Context: an optimization exercise on an open-source flow, tuned for small area, a short achievable clock period and few clock cycles per item. The choices shown serve that exercise and are no tape-out recipe. Only simulation tests tie the RTL to the original design; equivalence was not proved.

==> flow/design.v <==
module md4_iter_core #(
   parameter int STEPS_PER_CYCLE = 1
) (
   input  logic         clk,
   input  logic         rst,
   input  logic         start,
   input  logic         init_sel,
   input  logic [511:0] block_in,
   input  logic [127:0] chain_in,
   output logic         ready,
   output logic         busy,
   output logic         done,
   output logic [127:0] digest
);
   localparam int         S      = STEPS_PER_CYCLE;
   localparam logic [5:0] S6     = 6'(S);
   localparam logic [5:0] LAST_T = 6'(48 - S);
   localparam logic [127:0] MD4_IV = 128'h10325476_98badcfe_efcdab89_67452301;
   if (!(S == 1 || S == 2 || S == 4 || S == 8 || S == 16)) begin : g_bad_steps
      $error("md4_iter_core: STEPS_PER_CYCLE must be 1, 2, 4, 8 or 16");
   end
   typedef enum logic [1:0] {
      IDLE  = 2'd0,
      RUN   = 2'd1,
      FINAL = 2'd2
   } state_t;
   function automatic logic [31:0] rotl32(input logic [31:0] x, input logic [4:0] s);
      logic [63:0] w;
      w = {x, x} << s;
      rotl32 = w[63:32];
   endfunction
   function automatic logic [4:0] shift_amt(input logic [5:0] t);
      logic [4:0] s;
      case (t[5:4])
         2'd0: case (t[1:0])
                  2'd0:    s = 5'd3;
                  2'd1:    s = 5'd7;
                  2'd2:    s = 5'd11;
                  default: s = 5'd19;
               endcase
         2'd1: case (t[1:0])
                  2'd0:    s = 5'd3;
                  2'd1:    s = 5'd5;
                  2'd2:    s = 5'd9;
                  default: s = 5'd13;
               endcase
         default: case (t[1:0])
                  2'd0:    s = 5'd3;
                  2'd1:    s = 5'd9;
                  2'd2:    s = 5'd11;
                  default: s = 5'd15;
               endcase
      endcase
      shift_amt = s;
   endfunction
   function automatic logic [3:0] msg_idx(input logic [5:0] t);
      logic [3:0] j;
      logic [3:0] k;
      j = t[3:0];
      case (t[5:4])
         2'd0:    k = j;
         2'd1:    k = {j[1:0], j[3:2]};
         default: k = {j[0], j[1], j[2], j[3]};
      endcase
      msg_idx = k;
   endfunction
   function automatic logic [31:0] round_f(input logic [1:0] r, input logic [31:0] b,
                                           input logic [31:0] c, input logic [31:0] d);
      logic [31:0] f;
      case (r)
         2'd0:    f = (b & c) | (~b & d);
         2'd1:    f = (b & c) | (b & d) | (c & d);
         default: f = b ^ c ^ d;
      endcase
      round_f = f;
   endfunction
   function automatic logic [31:0] round_k(input logic [1:0] r);
      logic [31:0] k;
      case (r)
         2'd0:    k = 32'h0000_0000;
         2'd1:    k = 32'h5a82_7999;
         default: k = 32'h6ed9_eba1;
      endcase
      round_k = k;
   endfunction
   state_t        state_q, state_d;
   logic [5:0]    t_q, t_d;
   logic          done_q, done_d;
   logic [127:0]  digest_q, digest_d;
   logic [31:0]   a_q, b_q, c_q, d_q;
   logic [31:0]   a_d, b_d, c_d, d_d;
   logic [31:0]   oa_q, ob_q, oc_q, od_q;
   logic [31:0]   oa_d, ob_d, oc_d, od_d;
   logic [15:0][31:0] x_q;
   logic [15:0][31:0] x_d;
   always_comb begin : next_state
      logic [127:0] cv;
      logic [31:0]  sa, sb, sc, sd, sn;
      logic [5:0]   st;
      state_d  = state_q;
      t_d      = t_q;
      done_d   = 1'b0;
      digest_d = digest_q;
      a_d      = a_q;
      b_d      = b_q;
      c_d      = c_q;
      d_d      = d_q;
      oa_d     = oa_q;
      ob_d     = ob_q;
      oc_d     = oc_q;
      od_d     = od_q;
      x_d      = x_q;
      cv = init_sel ? MD4_IV : chain_in;
      sa = a_q;
      sb = b_q;
      sc = c_q;
      sd = d_q;
      sn = '0;
      st = t_q;
      for (int i = 0; i < S; i++) begin
         st = t_q + 6'(i);
         sn = rotl32(sa + round_f(st[5:4], sb, sc, sd) + x_q[msg_idx(st)]
                     + round_k(st[5:4]), shift_amt(st));
         sa = sd;
         sd = sc;
         sc = sb;
         sb = sn;
      end
      case (state_q)
         IDLE: begin
            if (start) begin
               state_d = RUN;
               t_d     = '0;
               for (int w = 0; w < 16; w++) begin
                  x_d[w] = block_in[32*w +: 32];
               end
               a_d  = cv[31:0];
               b_d  = cv[63:32];
               c_d  = cv[95:64];
               d_d  = cv[127:96];
               oa_d = cv[31:0];
               ob_d = cv[63:32];
               oc_d = cv[95:64];
               od_d = cv[127:96];
            end
         end
         RUN: begin
            a_d = sa;
            b_d = sb;
            c_d = sc;
            d_d = sd;
            t_d = t_q + S6;
            if (t_q == LAST_T) begin
               state_d = FINAL;
            end
         end
         FINAL: begin
            digest_d = {d_q + od_q, c_q + oc_q, b_q + ob_q, a_q + oa_q};
            done_d   = 1'b1;
            state_d  = IDLE;
         end
         default: begin
            state_d = IDLE;
         end
      endcase
   end
   always_ff @(posedge clk or posedge rst) begin
      if (rst) begin
         state_q  <= IDLE;
         t_q      <= '0;
         done_q   <= 1'b0;
         digest_q <= '0;
      end else begin
         state_q  <= state_d;
         t_q      <= t_d;
         done_q   <= done_d;
         digest_q <= digest_d;
      end
   end
   always_ff @(posedge clk) begin
      a_q  <= a_d;
      b_q  <= b_d;
      c_q  <= c_d;
      d_q  <= d_d;
      oa_q <= oa_d;
      ob_q <= ob_d;
      oc_q <= oc_d;
      od_q <= od_d;
      x_q  <= x_d;
   end
   assign busy   = (state_q != IDLE);
   assign ready  = ~busy;
   assign done   = done_q;
   assign digest = digest_q;
endmodule
==> flow/run.sh <==
#!/bin/bash
# synth_recipe.tcl (not shown) runs the flow's synth.tcl, then flattens the netlist and writes it again
# the make line also repeats each setting of config.mk as NAME=value (left out here)
make -C /OpenROAD-flow-scripts/flow DESIGN_CONFIG=/design/flow/config.mk WORK_HOME=/design/flow/orfs CLKGATE_MAP_FILE= SYNTH_SCRIPT=/design/flow/synth_recipe.tcl finish
==> flow/config.mk <==
export PLATFORM = sky130hd
export DESIGN_NAME = md4_iter_core
export DESIGN_NICKNAME = md4_iter_core
export VERILOG_FILES = /design/flow/design.v
export SDC_FILE = /design/flow/constraint.sdc
export NUM_CORES = 4
export LEC_CHECK = 0
export CAP_MARGIN = 20
export CORE_MARGIN = 2
export CORE_UTILIZATION = 40
export SLEW_MARGIN = 20
==> flow/constraint.sdc <==
create_clock -name core_clock -period 12.0 [get_ports {clk}]
set_input_delay 2.4000 -clock core_clock [delete_from_list [all_inputs] [get_ports {clk}]]
set_output_delay 2.4000 -clock core_clock [all_outputs]
set_load 0.01 [all_outputs]
==> flow_summary_export.csv <==
group,metric,value,unit
finish,area_delta_synth_final,27.18,%
drt,routed_wl,163.2,mm
worst_hold_path,hold_class,"flip-flop to flip-flop",
logic_synthesis,ys.flop_type,"edfxtp_1",
logic_synthesis,ys_seq_area_share,56.62,%
timing,timing.fmax,0.1283,GHz
place,dp_hpwl,126.0,mm
clock_network,cts_buffers,99,
timing,setup_tns,0,ps
drt,vias_per_cell,5.435,
timing,relSlewSlack,18.84,%
run_status,status,"finished clean",
die,coreArea,116000,µm²
drt,wl_per_cell,26.63,µm
critical_path,cp.required,12500,ps
die,initial_core_util,40.31,%
logic_synthesis,synthTopCellsByCount,"edfxtp_1 (768), nand2_1 (515), nor2_1 (287)",
die,num_rows,125,
logic_synthesis,syn_inst,3782,
drt,antenna_left,0,
timing,setup_slack,4204,ps
die,die_h,346.0,µm
place,pre_cts_slack,4100,ps
logic_synthesis,synth_edf_count,768,
logic_synthesis,syn_area_per_cell,12.37,µm²
logic_synthesis,yosysMostFrequentCell,"edfxtp_1",
clock_network,insertion_delay,730,ps
clock_network,cts_tree,"yes",
critical_path,critPathMaxFanout,44,
logic_synthesis,synthTopCellsByArea,"edfxtp_1 (49%), dfrtp_1 (7.3%), mux4_2 (6.0%)",
clock_network,clk_path_buf_depth,3,
critical_path,critPathKind,"flip-flop to flip-flop",
finish,fillers,10150,
clock_network,cts_resized,0,
drt,drc,0,
die,die_w,346.0,µm
clock_network,cts_hold_buf,0,
grt,antenna_found_initial,26,
drt,dr.first_iter.drc_count,2842,
logic_synthesis,yosysWarnings,1,
grt,grt_pass1_wl,233.2,mm
logic_synthesis,synthesis.nets,4684,
logic_synthesis,ys_async_sr_fraction,15.14,%
timing,layout_worst_path_cycle_share,64.97,%
run,maxCapViolCount,0,
grt,grt_pass1_vias,32960,
timing,rsz0062_at_grt,"no",
critical_path,reg2reg_slack,4200,ps
clock_network,clock_sinks,905,
logic_synthesis,synth_top_area_cell,"edfxtp_1",
logic_synthesis,synth_cell_types,90,
place,numPortBuffers,774,
clock_network,post_cts_buffers,0,
grt,grt_max_degree,176,
grt,gr-total-overflow,0,
drt,drt_pass1_iterations,6,
timing,whs,470.7,ps
timing,finalHoldViolations,0,
timing,worst_pin_slew,1205,ps
critical_path,arrival,8300,ps
logic_synthesis,syn_area,46780,µm²
timing,fin_skew,45.63,ps
timing,maxSlewViolCount,0,
timing,setup_viol,0,
critical_path,start_kind,"flip-flop",
critical_path,cp-end-kind,"flip-flop",
drt,vias,33300,
clock_network,cts_root_buf,"clkbuf_16",
finish,drive_gt1_share,9.235,%
die,die-area,119700,µm²
finish,nets,5410,
logic_synthesis,yosysTopAreaCellShare,49.30,%
place,routabilityCongestion,0.9464,
grt,track_usage,26.83,%
clock_network,cts.reportedPaths.clkPinSlew,70,ps
logic_synthesis,ys_ff_latch,905,
die,io_pins,775,
timing,period_needed,7796,ps
clock_network,htree_num_levels,3,
## flip-flops by register name (all words and copies together), names as in the netlist
signal    cells
a_q          32
x_q         512
t_q           6
oc_q         32
state_q       2
digest_q    128
b_q          32
ob_q         32
od_q         32
c_q          32
oa_q         32
d_q          32
done_q        1
## layout by cell type (no fill, tap or decap), drive strengths merged, types with 10 or more instances in the layout
cell and n:
nor3 26, xor2 65, o21a 16, nor2 287, buf 35, nand2 515
edfxtp 768, nand4 17, or2 69, a31oi 17, o21bai 21, ha 167
clkbuf 118, inv 119, clkinvlp 10, o21ai 225, or3 13, nand3 52
and2 32, mux4 124, clkinv 45, mux2i 83, fa 91, a211oi 42
o211ai 26, bufinv 10, nand2b 25, xnor2 77, nor2b 78, o31ai 19
a21o 77, and3 17, a221oi 10, clkdlybuf4s50 773, mux2 13, a22oi 11
dfrtp 137, a21oi 244, diode 13
## metal layers
metal	GRT usage, %	vias to the layer above	routed length [µm]
li1	-	15370	-
met4	6.960	16	4370
met3	5.457	218	11210
met5	0	-	110
met1	34.87	16390	66330
met2	45.77	1309	81160
## cell families (layout without fill, tap and decap cells)
kind of cell / after synthesis / after routing / share of synthesized area, %
adders and majority gates: 258 / 258 / 8.361
buffers and inverters: 301 / 1110 / 2.487
and+or+nand+nor: 1159 / 1159 / 11.11
DFF: 905 / 905 / 56.62
AOI/OAI and AO/OA: 797 / 797 / 10.66
muxes: 220 / 220 / 8.058
other: 0 / 13 / 0
xor gates and xnor gates: 142 / 142 / 2.699
## final timing paths
path	start	endpoint	depth (start not counted)
min in group asynchronous	rst	digest_q[22]	2
min reg2reg	digest_q[106]	digest_q[106]	2
max in group asynchronous	rst	t_q[4]	3
max	t_q[0]	b_q[15]	20
max reg2reg	t_q[0]	b_q[15]	20
min	digest_q[106]	digest_q[106]	2
## critical path, cell delays in order (launching register included)
cell and delay (ps):
dfrtp_1 490, mux2i_1 210, o21a_4 510, buf_4 750
mux4_2 580, and2_1 160, a211oi_1 340, a21oi_1 220
fa_1 470, fa_1 460, ha_1 420, a21o_1 290
a21o_1 210, a221oi_1 300, o31a_1 350, a21oi_1 110
a211oi_1 630, mux2i_1 150, o21ai_0 360, mux2i_1 180
a221oi_1 330
## layout make-up
class / instances / area (µm²) / area share, %
Antenna cell: 13 / 32.53 / 0.05468
Clock buffer: 118 / 2559 / 4.300
Clock inverter: 66 / 778.2 / 1.308
Inverter: 118 / 451.7 / 0.7592
Multi-Input combinational cell: 2576 / 19240 / 32.34
Sequential cell: 905 / 26490 / 44.53
Tap cell: 1524 / 1907 / 3.205
Timing Repair Buffer: 808 / 8038 / 13.51
## metrics by stage
stage                     cell area, µm²  util (%)  instances
after CTS                          59470     51.24       6115
after global routing               59480     51.25       6121
after global placement             56130     48.37       5931
after detailed placement           56130     48.37       5931
final                              59500     51.27       6128
after floorplan                    46800         -       3782
Testbench counts, summed over its fixed seeds: cycles 25,600, blocks 512.

[static timing again, ports no longer ideal]
How much do the figures lean on ideal ports? The routed layout below was timed once more, with nothing changed but the port constraints.
Step 1, drivers: a clkbuf_16 drives clk and a buf_2 each remaining input, both assumed.
Step 2 also shifts input and output timing later by t, the mid clock arrival at the registers, as if the neighbouring blocks saw the same clock.
Three values: ideal ports, drivers, drivers and shift; two values: the first two.
t, ns: 0.785
setup slack, ns: 4.204 / 4.204 / 4.204
hold slack, ns: 0.471 / 0.471 / 0.471
latest minus earliest clock arrival (ns): 0.047 / 0.046
After both steps setup and hold are still met in this run. The setup slack of this run moves by 0.000 ns with the drivers and by 0.000 ns with both steps.
